This is an optimization exercise on Yosys and OpenROAD, whose aim is small area, a short achievable clock period and few clock cycles per item, not a production implementation. The RTL was checked by simulation tests, not by an equivalence proof against the original design.

==> build 32 <==
## alu_iter
module alu_iter #(
    parameter int XLEN = 32
) (
    input  logic            clk,
    input  logic            rst,
    input  logic            in_valid,
    output logic            in_ready,
    input  logic [XLEN-1:0] read_data1,
    input  logic [XLEN-1:0] read_data2,
    input  logic [XLEN-1:0] imm,
    input  logic            ALUSrc,
    input  logic [1:0]      ALUOp,
    input  logic [2:0]      funct3,
    input  logic [6:0]      funct7,
    output logic            out_valid,
    input  logic            out_ready,
    output logic [XLEN-1:0] ALU_result,
    output logic            zero,
    output logic            illegal
);
    logic        v1_q;           
    logic [5:0]  ph_q;           
    logic [31:0] a_q, b_q;       
    logic        out_valid_q;
    logic        illegal_q;
    logic [31:0] lo_q;           
    logic [31:0] hi_q;           
    logic [4:0]  cnt_q;          
    logic k_sum, k_slt, k_xor, k_or, k_and, k_sh, k_mul, k_div, k_ill;
    logic k_inv, k_sext, k_sll, k_sra;
    logic k_as, k_hi, k_more;              
    logic k_dz;                            
    logic k_rem, k_aneg, k_bneg;           
    logic [31:0] op_a, op_b;
    assign op_a = read_data1;
    assign op_b = ALUSrc ? imm : read_data2;
    logic is_r, is_i, base_tab, alt, md;
    assign is_r     = (ALUOp == alu_pkg::ALUOP_RTYPE);
    assign is_i     = (ALUOp == alu_pkg::ALUOP_ITYPE);
    assign base_tab = is_i || (is_r && funct7 == alu_pkg::F7_BASE);
    assign alt      = is_r && (funct7 == alu_pkg::F7_ALT);
    assign md       = is_r && (funct7 == alu_pkg::F7_MULDIV);
  ...
Settings: LEC_CHECK=0, CAP_MARGIN=20, CORE_MARGIN=2, CORE_UTILIZATION=40, SETUP_SLACK_MARGIN=3.0, SLEW_MARGIN=20; clock period 8.0 ns.
run.sh (not shown) runs the stock make flow with config.mk's settings and CLKGATE_MAP_FILE= SYNTH_SCRIPT=/design/flow/synth_recipe.tcl, a recipe that flattens the netlist after the stock synthesis.
==> trial 40 (differences from build 32) <==
--- a/flow/design.v
+++ b/flow/design.v
@@ -34,22 +34,24 @@
     output logic            illegal
 );
     logic        v1_q;           
     logic [5:0]  ph_q;           
     logic [31:0] a_q, b_q;       
     logic        out_valid_q;
     logic        illegal_q;
     logic [31:0] lo_q;           
+    logic        out_hi_q;       
     logic [31:0] hi_q;           
     logic [4:0]  cnt_q;          
     logic k_sum, k_slt, k_xor, k_or, k_and, k_sh, k_mul, k_div, k_ill;
     logic k_inv, k_sext, k_sll, k_sra;
     logic k_as, k_hi, k_more;              
     logic k_dz;                            
+    logic xinv_q, yinv_q;                  
     logic k_rem, k_aneg, k_bneg;           
     logic [31:0] op_a, op_b;
     assign op_a = read_data1;
     assign op_b = ALUSrc ? imm : read_data2;
     logic is_r, is_i, base_tab, alt, md;
     assign is_r     = (ALUOp == alu_pkg::ALUOP_RTYPE);
     assign is_i     = (ALUOp == alu_pkg::ALUOP_ITYPE);
     assign base_tab = is_i || (is_r && funct7 == alu_pkg::F7_BASE);
@@ -69,78 +71,78 @@
                              (funct7 == alu_pkg::F7_ALT && (funct3 == 3'd0 || funct3 == 3'd5)));
     logic in_idle, in_mul, in_d1, in_d2, in_div, in_fin;
     assign in_idle = ph_q[alu_pkg::P_IDLE];
     assign in_mul  = ph_q[alu_pkg::P_MUL];
     assign in_d1   = ph_q[alu_pkg::P_D1];
     assign in_d2   = ph_q[alu_pkg::P_D2];
     assign in_div  = ph_q[alu_pkg::P_DIV];
     assign in_fin  = ph_q[alu_pkg::P_FIN];
-    logic div_go, div_fix;
-    assign div_go  = k_div && !k_dz;
+    logic [6:0] i0_d;
+    logic div_go, div_fix, div_z;
+    assign div_z   = k_div && !k_dz && i0_d[6];    
+    assign div_go  = k_div && !k_dz && !i0_d[6];
     assign div_fix = k_rem ? k_aneg : (k_aneg ^ k_bneg);
-    logic cnt7, cnt8, cnt0, mul_top;
+    logic cnt7, cnt8, cnt0;
     assign cnt7    = (cnt_q == 5'd7);
     assign cnt8    = (cnt_q == 5'd8);
     assign cnt0    = (cnt_q == 5'd0);
-    assign mul_top = cnt7 && k_hi && !k_more;       
     logic free, done, step, fin, capture;
     assign free    = !out_valid_q || out_ready;
     assign done    = (in_idle && !k_mul && !div_go) ||
                      (in_mul && ((cnt7 && !k_more) || cnt8)) ||
                      ((in_d2 || in_div) && cnt0 && !div_fix) || in_fin;
     assign step    = v1_q && free;
     assign fin     = step && done;
     assign in_ready = !v1_q || (done && free);
     assign capture = in_valid && in_ready;
     logic        a_neg_in, b_neg_in, bz_in;
-    logic [5:0]  lz_b, lz_a, lz_b_q, lz_a_q;
-    logic [6:0]  i0_d;
+    logic [5:0]  lz_b, lz_a;
+    logic [6:0]  i0_in, i0_q;
     logic [4:0]  i0;
     assign a_neg_in = !funct3[0] && op_a[31];
     assign b_neg_in = !funct3[0] && op_b[31];
     assign bz_in    = (op_b == 32'd0);
-    alu_lzc32 u_lz_b (.x(b_neg_in ? ~op_b : op_b), .lz(lz_b));
+    alu_lzc32 u_lz_b (.x((b_neg_in ? ~op_b : op_b) | 32'd1), .lz(lz_b));
     alu_lzc32 u_lz_a (.x(a_neg_in ? ~op_a : op_a), .lz(lz_a));
-    assign i0_d = {1'b0, lz_b_q} - {1'b0, lz_a_q} + {6'd0, k_aneg};
-    assign i0   = i0_d[6] ? 5'd0 : (i0_d[5] ? 5'd31 : i0_d[4:0]);
+    assign i0_in = {1'b0, lz_b} - {1'b0, lz_a} + {6'd0, a_neg_in};
+    assign i0_d  = i0_q;
+    assign i0   = i0_d[4:0];      
     function automatic logic [5:0] booth2(input logic [3:0] b, input logic bm);
         booth2 = {b[3] && !(b[2] && b[1]), b[2] ^ b[1],
                   (b[3] && !b[2] && !b[1]) || (!b[3] && b[2] && b[1]),
                   b[1] && !(b[0] && bm), b[0] ^ bm,
                   (b[1] && !b[0] && !bm) || (!b[1] && b[0] && bm)};
     endfunction
     logic [5:0] bd_q;
     logic       n0, o0, w0, n1, o1, w1;
     assign {n1, o1, w1, n0, o0, w0} = bd_q;
     logic [36:0] xv, yv, xo, yo, t;
-    logic        xinv, yinv;
+    logic        xinv, yinv;           
     logic [36:0] a_ext, pp0, pp1, mx, my, mz;
     assign a_ext = {{5{k_as && a_q[31]}}, a_q};
     assign pp0   = w0 ? {a_ext[35:0], 1'b0} : (o0 ? a_ext : '0);
     assign pp1   = w1 ? {a_ext[33:0], 3'b0} : (o1 ? {a_ext[34:0], 2'b0} : '0);
     assign mx    = in_mul ? {{5{hi_q[31]}}, hi_q} : '0;       
     assign my    = pp0 ^ {37{n0}};
     assign mz    = n1 ? {~pp1[36:2], 2'b11} : pp1;
     always_comb begin
-        xv = '0; yv = '0; xinv = 1'b0; yinv = 1'b0;
+        xv = '0; yv = '0;
         if (in_d2 || in_div) begin
             xv   = in_d2 ? {5'd0, hi_q} : {4'd0, hi_q, a_q[31]};
             yv   = {{5{k_bneg}}, b_q};
-            yinv = !k_bneg;
         end else if (in_fin) begin
             xv   = {5'd0, k_rem ? hi_q : a_q};
-            xinv = 1'b1;
         end else begin
             xv   = {{5{k_sext && a_q[31]}}, a_q};
             yv   = k_aneg ? '0 : {{5{k_sext && b_q[31]}}, b_q};
-            yinv = k_inv;
-            xinv = k_aneg;
         end
     end
+    assign xinv = xinv_q;
+    assign yinv = yinv_q;
     assign xo  = xv ^ {37{xinv}};
     assign yo  = yv ^ {37{yinv}};
     logic [36:0] cs_s, cs_c, ua, va, ap, ag;
     logic        cin;
     assign cs_s = mx ^ my ^ mz;
     assign cs_c = (mx & my) | (mx & mz) | (my & mz);
     assign ua   = k_mul ? cs_s : xo;
     assign va   = k_mul ? {cs_c[35:0], n0} : yo;
@@ -197,51 +199,45 @@
     assign sh_out = sh_s[0] ? fs4[32:1]  : fs4[31:0];
     logic        q_bit;
     logic [31:0] r_nx, q_nx;
     assign q_bit = !t[36];
     assign r_nx  = q_bit ? t[31:0] : xv[31:0];
     assign q_nx  = in_d2 ? {sh_out[31:1], q_bit} : {a_q[30:0], q_bit};
     logic [31:0] mlo_nx;                    
     assign mlo_nx = {t[3:0], b_q[31:4]};
-    logic s_t, s_lt, s_xor, s_or, s_and, s_sh, s_ones, s_mlo, s_mtop, s_q, s_r;
+    logic s_t, s_lt, s_xor, s_or, s_and, s_sh, s_ones, s_q, s_a;
     always_comb begin
         s_t = 1'b0; s_lt = 1'b0; s_xor = 1'b0; s_or = 1'b0; s_and = 1'b0; s_sh = 1'b0;
-        s_ones = 1'b0; s_mlo = 1'b0; s_mtop = 1'b0; s_q = 1'b0; s_r = 1'b0;
+        s_ones = 1'b0; s_q = 1'b0; s_a = 1'b0;
         if (in_idle) begin
             s_t    = k_sum || (k_dz && k_rem);
             s_lt   = k_slt;
             s_xor  = k_xor;
             s_or   = k_or;
             s_and  = k_and;
             s_sh   = k_sh;
             s_ones = k_dz && !k_rem;
-        end else if (in_mul) begin
-            s_t    = cnt8;
-            s_mtop = mul_top;
-            s_mlo  = !cnt8 && !mul_top;
+            s_a    = div_z && k_rem;
         end else if (in_d2 || in_div) begin
-            s_r    = k_rem;
             s_q    = !k_rem;
-        end else begin
+        end else if (in_fin) begin
             s_t    = 1'b1;
         end
     end
     logic [31:0] lo_d;
     assign lo_d = ({32{s_t}}    & t[31:0])
                 | ({32{s_lt}}   & {31'd0, t[36]})
                 | ({32{s_xor}}  & ap[31:0])
                 | ({32{s_or}}   & (ap[31:0] | ag[31:0]))
                 | ({32{s_and}}  & ag[31:0])
                 | ({32{s_sh}}   & sh_out)
                 | ({32{s_ones}})
-                | ({32{s_mlo}}  & mlo_nx)
-                | ({32{s_mtop}} & t[35:4])
-                | ({32{s_q}}    & q_nx)
-                | ({32{s_r}}    & r_nx);
+                | ({32{s_a}}    & a_q)
+                | ({32{s_q}}    & q_nx);
     always_ff @(posedge clk or posedge rst) begin
         if (rst) begin
             v1_q        <= 1'b0;
             ph_q        <= 6'd1 << alu_pkg::P_IDLE;
             out_valid_q <= 1'b0;
         end else begin
             out_valid_q <= fin || (out_valid_q && !out_ready);
             if (capture) begin
@@ -258,16 +254,17 @@
                 ph_q[alu_pkg::P_DIV]  <= (in_d2 || in_div) && !cnt0;
                 ph_q[alu_pkg::P_FIN]  <= in_fin || ((in_d2 || in_div) && cnt0);
             end
         end
     end
     always_ff @(posedge clk) begin
         if (fin) begin
             lo_q      <= lo_d;
+            out_hi_q  <= k_mul || ((in_d2 || in_div) && k_rem);
             illegal_q <= in_idle && k_ill;
         end
         if (capture) begin
             a_q    <= op_a;
             b_q    <= op_b;
             k_sum  <= d_sum;
             k_slt  <= d_slt;
             k_xor  <= d_xor;
@@ -281,43 +278,49 @@
             k_sext <= d_slt && !funct3[0];
             k_sll  <= !funct3[2];
             k_sra  <= is_i ? imm[10] : alt;
             k_as   <= funct3[1] ^ funct3[0];               
             k_hi   <= funct3[1] | funct3[0];               
             k_more <= funct3[1] && op_b[31];               
             k_rem  <= funct3[1];
             k_dz   <= d_div && bz_in;
-            lz_a_q <= lz_a;
-            lz_b_q <= lz_b;
+            i0_q   <= i0_in;
             k_aneg <= d_div && a_neg_in && !bz_in;
             k_bneg <= d_div && b_neg_in;
         end else if (step) begin
             if (in_idle && k_aneg)
                 a_q <= t[31:0];                             
             else if (in_d2 || in_div)
                 a_q <= q_nx;
             if (k_mul)
                 b_q <= mlo_nx;
         end
         if (step) begin
             if (in_idle)              cnt_q <= k_mul ? 5'd1 : i0;
             else if (k_mul)           cnt_q <= cnt_q + 5'd1;
             else if (in_d2 || in_div) cnt_q <= cnt_q - 5'd1;
         end
         if (step)
-            hi_q <= (in_d1 || (in_idle && k_div)) ? sh_out : ((in_d2 || in_div) ? r_nx : t[35:4]);
+            hi_q <= (in_d1 || (in_idle && k_div)) ? sh_out :
+                    (in_d2 || in_div) ? r_nx :
+                    (in_mul && cnt8)  ? t[31:0] :
+                    (in_mul && cnt7 && !k_hi && !k_more) ? mlo_nx : t[35:4];
+        if (capture)
+            {xinv_q, yinv_q} <= {d_div && a_neg_in && !bz_in, d_sub || d_slt};
+        else if (step)
+            {xinv_q, yinv_q} <= (in_fin || ((in_d2 || in_div) && cnt0)) ? 2'b10 : {1'b0, !k_bneg};
         if (capture)
             bd_q <= booth2(op_b[3:0], 1'b0);
         else if (step)
             bd_q <= booth2((in_mul && cnt7) ? 4'd0 : b_q[7:4], b_q[3]);
     end
     assign out_valid  = out_valid_q;
-    assign ALU_result = lo_q;
-    assign zero       = (lo_q == 32'd0);
+    assign ALU_result = out_hi_q ? hi_q : lo_q;
+    assign zero       = (ALU_result == 32'd0);
     assign illegal    = illegal_q;
 endmodule
 module alu_lzc32 (
     input  logic [31:0] x,
     output logic [5:0]  lz
 );
     logic [15:0] v1;  logic [15:0] c1;         
     logic [7:0]  v2;  logic [15:0] c2;         
--- a/flow/config.mk
+++ b/flow/config.mk
@@ -5,8 +5,9 @@
 export SDC_FILE = /design/flow/constraint.sdc
 export NUM_CORES = 4
 export LEC_CHECK = 0
 export CAP_MARGIN = 20
 export CORE_MARGIN = 2
 export CORE_UTILIZATION = 40
 export SETUP_SLACK_MARGIN = 3.0
 export SLEW_MARGIN = 20
+export TNS_END_PERCENT = 5
==> trial 38 (differences from build 32) <==
--- a/flow/design.v
+++ b/flow/design.v
@@ -34,22 +34,24 @@
     output logic            illegal
 );
     logic        v1_q;           
     logic [5:0]  ph_q;           
     logic [31:0] a_q, b_q;       
     logic        out_valid_q;
     logic        illegal_q;
     logic [31:0] lo_q;           
+    logic        out_hi_q;       
     logic [31:0] hi_q;           
     logic [4:0]  cnt_q;          
     logic k_sum, k_slt, k_xor, k_or, k_and, k_sh, k_mul, k_div, k_ill;
     logic k_inv, k_sext, k_sll, k_sra;
     logic k_as, k_hi, k_more;              
     logic k_dz;                            
+    logic xinv_q, yinv_q;                  
     logic k_rem, k_aneg, k_bneg;           
     logic [31:0] op_a, op_b;
     assign op_a = read_data1;
     assign op_b = ALUSrc ? imm : read_data2;
     logic is_r, is_i, base_tab, alt, md;
     assign is_r     = (ALUOp == alu_pkg::ALUOP_RTYPE);
     assign is_i     = (ALUOp == alu_pkg::ALUOP_ITYPE);
     assign base_tab = is_i || (is_r && funct7 == alu_pkg::F7_BASE);
@@ -69,78 +71,78 @@
                              (funct7 == alu_pkg::F7_ALT && (funct3 == 3'd0 || funct3 == 3'd5)));
     logic in_idle, in_mul, in_d1, in_d2, in_div, in_fin;
     assign in_idle = ph_q[alu_pkg::P_IDLE];
     assign in_mul  = ph_q[alu_pkg::P_MUL];
     assign in_d1   = ph_q[alu_pkg::P_D1];
     assign in_d2   = ph_q[alu_pkg::P_D2];
     assign in_div  = ph_q[alu_pkg::P_DIV];
     assign in_fin  = ph_q[alu_pkg::P_FIN];
-    logic div_go, div_fix;
-    assign div_go  = k_div && !k_dz;
+    logic [6:0] i0_d;
+    logic div_go, div_fix, div_z;
+    assign div_z   = k_div && !k_dz && i0_d[6];    
+    assign div_go  = k_div && !k_dz && !i0_d[6];
     assign div_fix = k_rem ? k_aneg : (k_aneg ^ k_bneg);
-    logic cnt7, cnt8, cnt0, mul_top;
+    logic cnt7, cnt8, cnt0;
     assign cnt7    = (cnt_q == 5'd7);
     assign cnt8    = (cnt_q == 5'd8);
     assign cnt0    = (cnt_q == 5'd0);
-    assign mul_top = cnt7 && k_hi && !k_more;       
     logic free, done, step, fin, capture;
     assign free    = !out_valid_q || out_ready;
     assign done    = (in_idle && !k_mul && !div_go) ||
                      (in_mul && ((cnt7 && !k_more) || cnt8)) ||
                      ((in_d2 || in_div) && cnt0 && !div_fix) || in_fin;
     assign step    = v1_q && free;
     assign fin     = step && done;
     assign in_ready = !v1_q || (done && free);
     assign capture = in_valid && in_ready;
     logic        a_neg_in, b_neg_in, bz_in;
-    logic [5:0]  lz_b, lz_a, lz_b_q, lz_a_q;
-    logic [6:0]  i0_d;
+    logic [5:0]  lz_b, lz_a;
+    logic [6:0]  i0_in, i0_q;
     logic [4:0]  i0;
     assign a_neg_in = !funct3[0] && op_a[31];
     assign b_neg_in = !funct3[0] && op_b[31];
     assign bz_in    = (op_b == 32'd0);
-    alu_lzc32 u_lz_b (.x(b_neg_in ? ~op_b : op_b), .lz(lz_b));
+    alu_lzc32 u_lz_b (.x((b_neg_in ? ~op_b : op_b) | 32'd1), .lz(lz_b));
     alu_lzc32 u_lz_a (.x(a_neg_in ? ~op_a : op_a), .lz(lz_a));
-    assign i0_d = {1'b0, lz_b_q} - {1'b0, lz_a_q} + {6'd0, k_aneg};
-    assign i0   = i0_d[6] ? 5'd0 : (i0_d[5] ? 5'd31 : i0_d[4:0]);
+    assign i0_in = {1'b0, lz_b} - {1'b0, lz_a} + {6'd0, a_neg_in};
+    assign i0_d  = i0_q;
+    assign i0   = i0_d[4:0];      
     function automatic logic [5:0] booth2(input logic [3:0] b, input logic bm);
         booth2 = {b[3] && !(b[2] && b[1]), b[2] ^ b[1],
                   (b[3] && !b[2] && !b[1]) || (!b[3] && b[2] && b[1]),
                   b[1] && !(b[0] && bm), b[0] ^ bm,
                   (b[1] && !b[0] && !bm) || (!b[1] && b[0] && bm)};
     endfunction
     logic [5:0] bd_q;
     logic       n0, o0, w0, n1, o1, w1;
     assign {n1, o1, w1, n0, o0, w0} = bd_q;
     logic [36:0] xv, yv, xo, yo, t;
-    logic        xinv, yinv;
+    logic        xinv, yinv;           
     logic [36:0] a_ext, pp0, pp1, mx, my, mz;
     assign a_ext = {{5{k_as && a_q[31]}}, a_q};
     assign pp0   = w0 ? {a_ext[35:0], 1'b0} : (o0 ? a_ext : '0);
     assign pp1   = w1 ? {a_ext[33:0], 3'b0} : (o1 ? {a_ext[34:0], 2'b0} : '0);
     assign mx    = in_mul ? {{5{hi_q[31]}}, hi_q} : '0;       
     assign my    = pp0 ^ {37{n0}};
     assign mz    = n1 ? {~pp1[36:2], 2'b11} : pp1;
     always_comb begin
-        xv = '0; yv = '0; xinv = 1'b0; yinv = 1'b0;
+        xv = '0; yv = '0;
         if (in_d2 || in_div) begin
             xv   = in_d2 ? {5'd0, hi_q} : {4'd0, hi_q, a_q[31]};
             yv   = {{5{k_bneg}}, b_q};
-            yinv = !k_bneg;
         end else if (in_fin) begin
             xv   = {5'd0, k_rem ? hi_q : a_q};
-            xinv = 1'b1;
         end else begin
             xv   = {{5{k_sext && a_q[31]}}, a_q};
             yv   = k_aneg ? '0 : {{5{k_sext && b_q[31]}}, b_q};
-            yinv = k_inv;
-            xinv = k_aneg;
         end
     end
+    assign xinv = xinv_q;
+    assign yinv = yinv_q;
     assign xo  = xv ^ {37{xinv}};
     assign yo  = yv ^ {37{yinv}};
     logic [36:0] cs_s, cs_c, ua, va, ap, ag;
     logic        cin;
     assign cs_s = mx ^ my ^ mz;
     assign cs_c = (mx & my) | (mx & mz) | (my & mz);
     assign ua   = k_mul ? cs_s : xo;
     assign va   = k_mul ? {cs_c[35:0], n0} : yo;
@@ -197,51 +199,45 @@
     assign sh_out = sh_s[0] ? fs4[32:1]  : fs4[31:0];
     logic        q_bit;
     logic [31:0] r_nx, q_nx;
     assign q_bit = !t[36];
     assign r_nx  = q_bit ? t[31:0] : xv[31:0];
     assign q_nx  = in_d2 ? {sh_out[31:1], q_bit} : {a_q[30:0], q_bit};
     logic [31:0] mlo_nx;                    
     assign mlo_nx = {t[3:0], b_q[31:4]};
-    logic s_t, s_lt, s_xor, s_or, s_and, s_sh, s_ones, s_mlo, s_mtop, s_q, s_r;
+    logic s_t, s_lt, s_xor, s_or, s_and, s_sh, s_ones, s_q, s_a;
     always_comb begin
         s_t = 1'b0; s_lt = 1'b0; s_xor = 1'b0; s_or = 1'b0; s_and = 1'b0; s_sh = 1'b0;
-        s_ones = 1'b0; s_mlo = 1'b0; s_mtop = 1'b0; s_q = 1'b0; s_r = 1'b0;
+        s_ones = 1'b0; s_q = 1'b0; s_a = 1'b0;
         if (in_idle) begin
             s_t    = k_sum || (k_dz && k_rem);
             s_lt   = k_slt;
             s_xor  = k_xor;
             s_or   = k_or;
             s_and  = k_and;
             s_sh   = k_sh;
             s_ones = k_dz && !k_rem;
-        end else if (in_mul) begin
-            s_t    = cnt8;
-            s_mtop = mul_top;
-            s_mlo  = !cnt8 && !mul_top;
+            s_a    = div_z && k_rem;
         end else if (in_d2 || in_div) begin
-            s_r    = k_rem;
             s_q    = !k_rem;
-        end else begin
+        end else if (in_fin) begin
             s_t    = 1'b1;
         end
     end
     logic [31:0] lo_d;
     assign lo_d = ({32{s_t}}    & t[31:0])
                 | ({32{s_lt}}   & {31'd0, t[36]})
                 | ({32{s_xor}}  & ap[31:0])
                 | ({32{s_or}}   & (ap[31:0] | ag[31:0]))
                 | ({32{s_and}}  & ag[31:0])
                 | ({32{s_sh}}   & sh_out)
                 | ({32{s_ones}})
-                | ({32{s_mlo}}  & mlo_nx)
-                | ({32{s_mtop}} & t[35:4])
-                | ({32{s_q}}    & q_nx)
-                | ({32{s_r}}    & r_nx);
+                | ({32{s_a}}    & a_q)
+                | ({32{s_q}}    & q_nx);
     always_ff @(posedge clk or posedge rst) begin
         if (rst) begin
             v1_q        <= 1'b0;
             ph_q        <= 6'd1 << alu_pkg::P_IDLE;
             out_valid_q <= 1'b0;
         end else begin
             out_valid_q <= fin || (out_valid_q && !out_ready);
             if (capture) begin
@@ -258,16 +254,17 @@
                 ph_q[alu_pkg::P_DIV]  <= (in_d2 || in_div) && !cnt0;
                 ph_q[alu_pkg::P_FIN]  <= in_fin || ((in_d2 || in_div) && cnt0);
             end
         end
     end
     always_ff @(posedge clk) begin
         if (fin) begin
             lo_q      <= lo_d;
+            out_hi_q  <= k_mul || ((in_d2 || in_div) && k_rem);
             illegal_q <= in_idle && k_ill;
         end
         if (capture) begin
             a_q    <= op_a;
             b_q    <= op_b;
             k_sum  <= d_sum;
             k_slt  <= d_slt;
             k_xor  <= d_xor;
@@ -281,43 +278,49 @@
             k_sext <= d_slt && !funct3[0];
             k_sll  <= !funct3[2];
             k_sra  <= is_i ? imm[10] : alt;
             k_as   <= funct3[1] ^ funct3[0];               
             k_hi   <= funct3[1] | funct3[0];               
             k_more <= funct3[1] && op_b[31];               
             k_rem  <= funct3[1];
             k_dz   <= d_div && bz_in;
-            lz_a_q <= lz_a;
-            lz_b_q <= lz_b;
+            i0_q   <= i0_in;
             k_aneg <= d_div && a_neg_in && !bz_in;
             k_bneg <= d_div && b_neg_in;
         end else if (step) begin
             if (in_idle && k_aneg)
                 a_q <= t[31:0];                             
             else if (in_d2 || in_div)
                 a_q <= q_nx;
             if (k_mul)
                 b_q <= mlo_nx;
         end
         if (step) begin
             if (in_idle)              cnt_q <= k_mul ? 5'd1 : i0;
             else if (k_mul)           cnt_q <= cnt_q + 5'd1;
             else if (in_d2 || in_div) cnt_q <= cnt_q - 5'd1;
         end
         if (step)
-            hi_q <= (in_d1 || (in_idle && k_div)) ? sh_out : ((in_d2 || in_div) ? r_nx : t[35:4]);
+            hi_q <= (in_d1 || (in_idle && k_div)) ? sh_out :
+                    (in_d2 || in_div) ? r_nx :
+                    (in_mul && cnt8)  ? t[31:0] :
+                    (in_mul && cnt7 && !k_hi && !k_more) ? mlo_nx : t[35:4];
+        if (capture)
+            {xinv_q, yinv_q} <= {d_div && a_neg_in && !bz_in, d_sub || d_slt};
+        else if (step)
+            {xinv_q, yinv_q} <= (in_fin || ((in_d2 || in_div) && cnt0)) ? 2'b10 : {1'b0, !k_bneg};
         if (capture)
             bd_q <= booth2(op_b[3:0], 1'b0);
         else if (step)
             bd_q <= booth2((in_mul && cnt7) ? 4'd0 : b_q[7:4], b_q[3]);
     end
     assign out_valid  = out_valid_q;
-    assign ALU_result = lo_q;
-    assign zero       = (lo_q == 32'd0);
+    assign ALU_result = out_hi_q ? hi_q : lo_q;
+    assign zero       = (ALU_result == 32'd0);
     assign illegal    = illegal_q;
 endmodule
 module alu_lzc32 (
     input  logic [31:0] x,
     output logic [5:0]  lz
 );
     logic [15:0] v1;  logic [15:0] c1;         
     logic [7:0]  v2;  logic [15:0] c2;         
==> comparison <==
- Trial 38 completed with no timing, DRC or antenna violations. Trial 40 completed with no timing, DRC or antenna violations. Build 32 ran to the end with no violations.
- Against trial 40, the hold slack of build 32 is worse by 0.011 ns.
- In sequential cell count, trial 40 and trial 38 do not differ.
- Critical path depth, lowest first: trial 38, trial 40, build 32.
- Wire length, highest first: trial 38, trial 40, build 32.
- Against build 32, the final area of trial 38 is lower by about 1%.
- Final cell count, lowest first: trial 40, trial 38, build 32.
- Non-clock buffer count, lowest first: trial 40, trial 38, build 32.
- In die area, trial 38 and trial 40 do not differ.
Testbench counts of build 32, summed over its fixed seeds: cycles 54,469, items 16,000.
Testbench counts of trial 40, summed over its fixed seeds: cycles 54,217, items 16,000.
Testbench counts of trial 38, summed over its fixed seeds: cycles 54,217, items 16,000.

separate check: timing with driven ports:
No port has a modelled driver above. Below, the same layouts with a new extraction and two added sets of constraints.
Step 1: set_driving_cell puts a clkbuf_16 on clk and a buf_2 on each other input, an assumption about the parent block.
Step 2, shift: input delay + t, output delay - t, t = (earliest + latest rising clock arrival at the registers) / 2. This alone moves slack from input paths to output paths.
a / b / c = no drivers / after step 1 / after step 2; a / b = the first two.
run | t (ns) | setup slack, ns | worst setup path after step 2 | slew at the worst register clock pin (ns) | pins driven straight from the clock port
build 32 | 0.568 | 3.070 / 3.070 / 2.808 | input to register | 0.09 / 0.09 | 1
trial 40 | 0.585 | 2.913 / 2.893 / 2.369 | input to register | 0.09 / 0.09 | 1
trial 38 | 0.587 | 3.013 / 2.976 / 2.578 | input to register | 0.08 / 0.08 | 1
After both steps every run listed still meets setup and hold. For trial 40, which loses most, drivers alone change the setup slack by -0.020 ns; drivers and shift together by -0.544 ns.
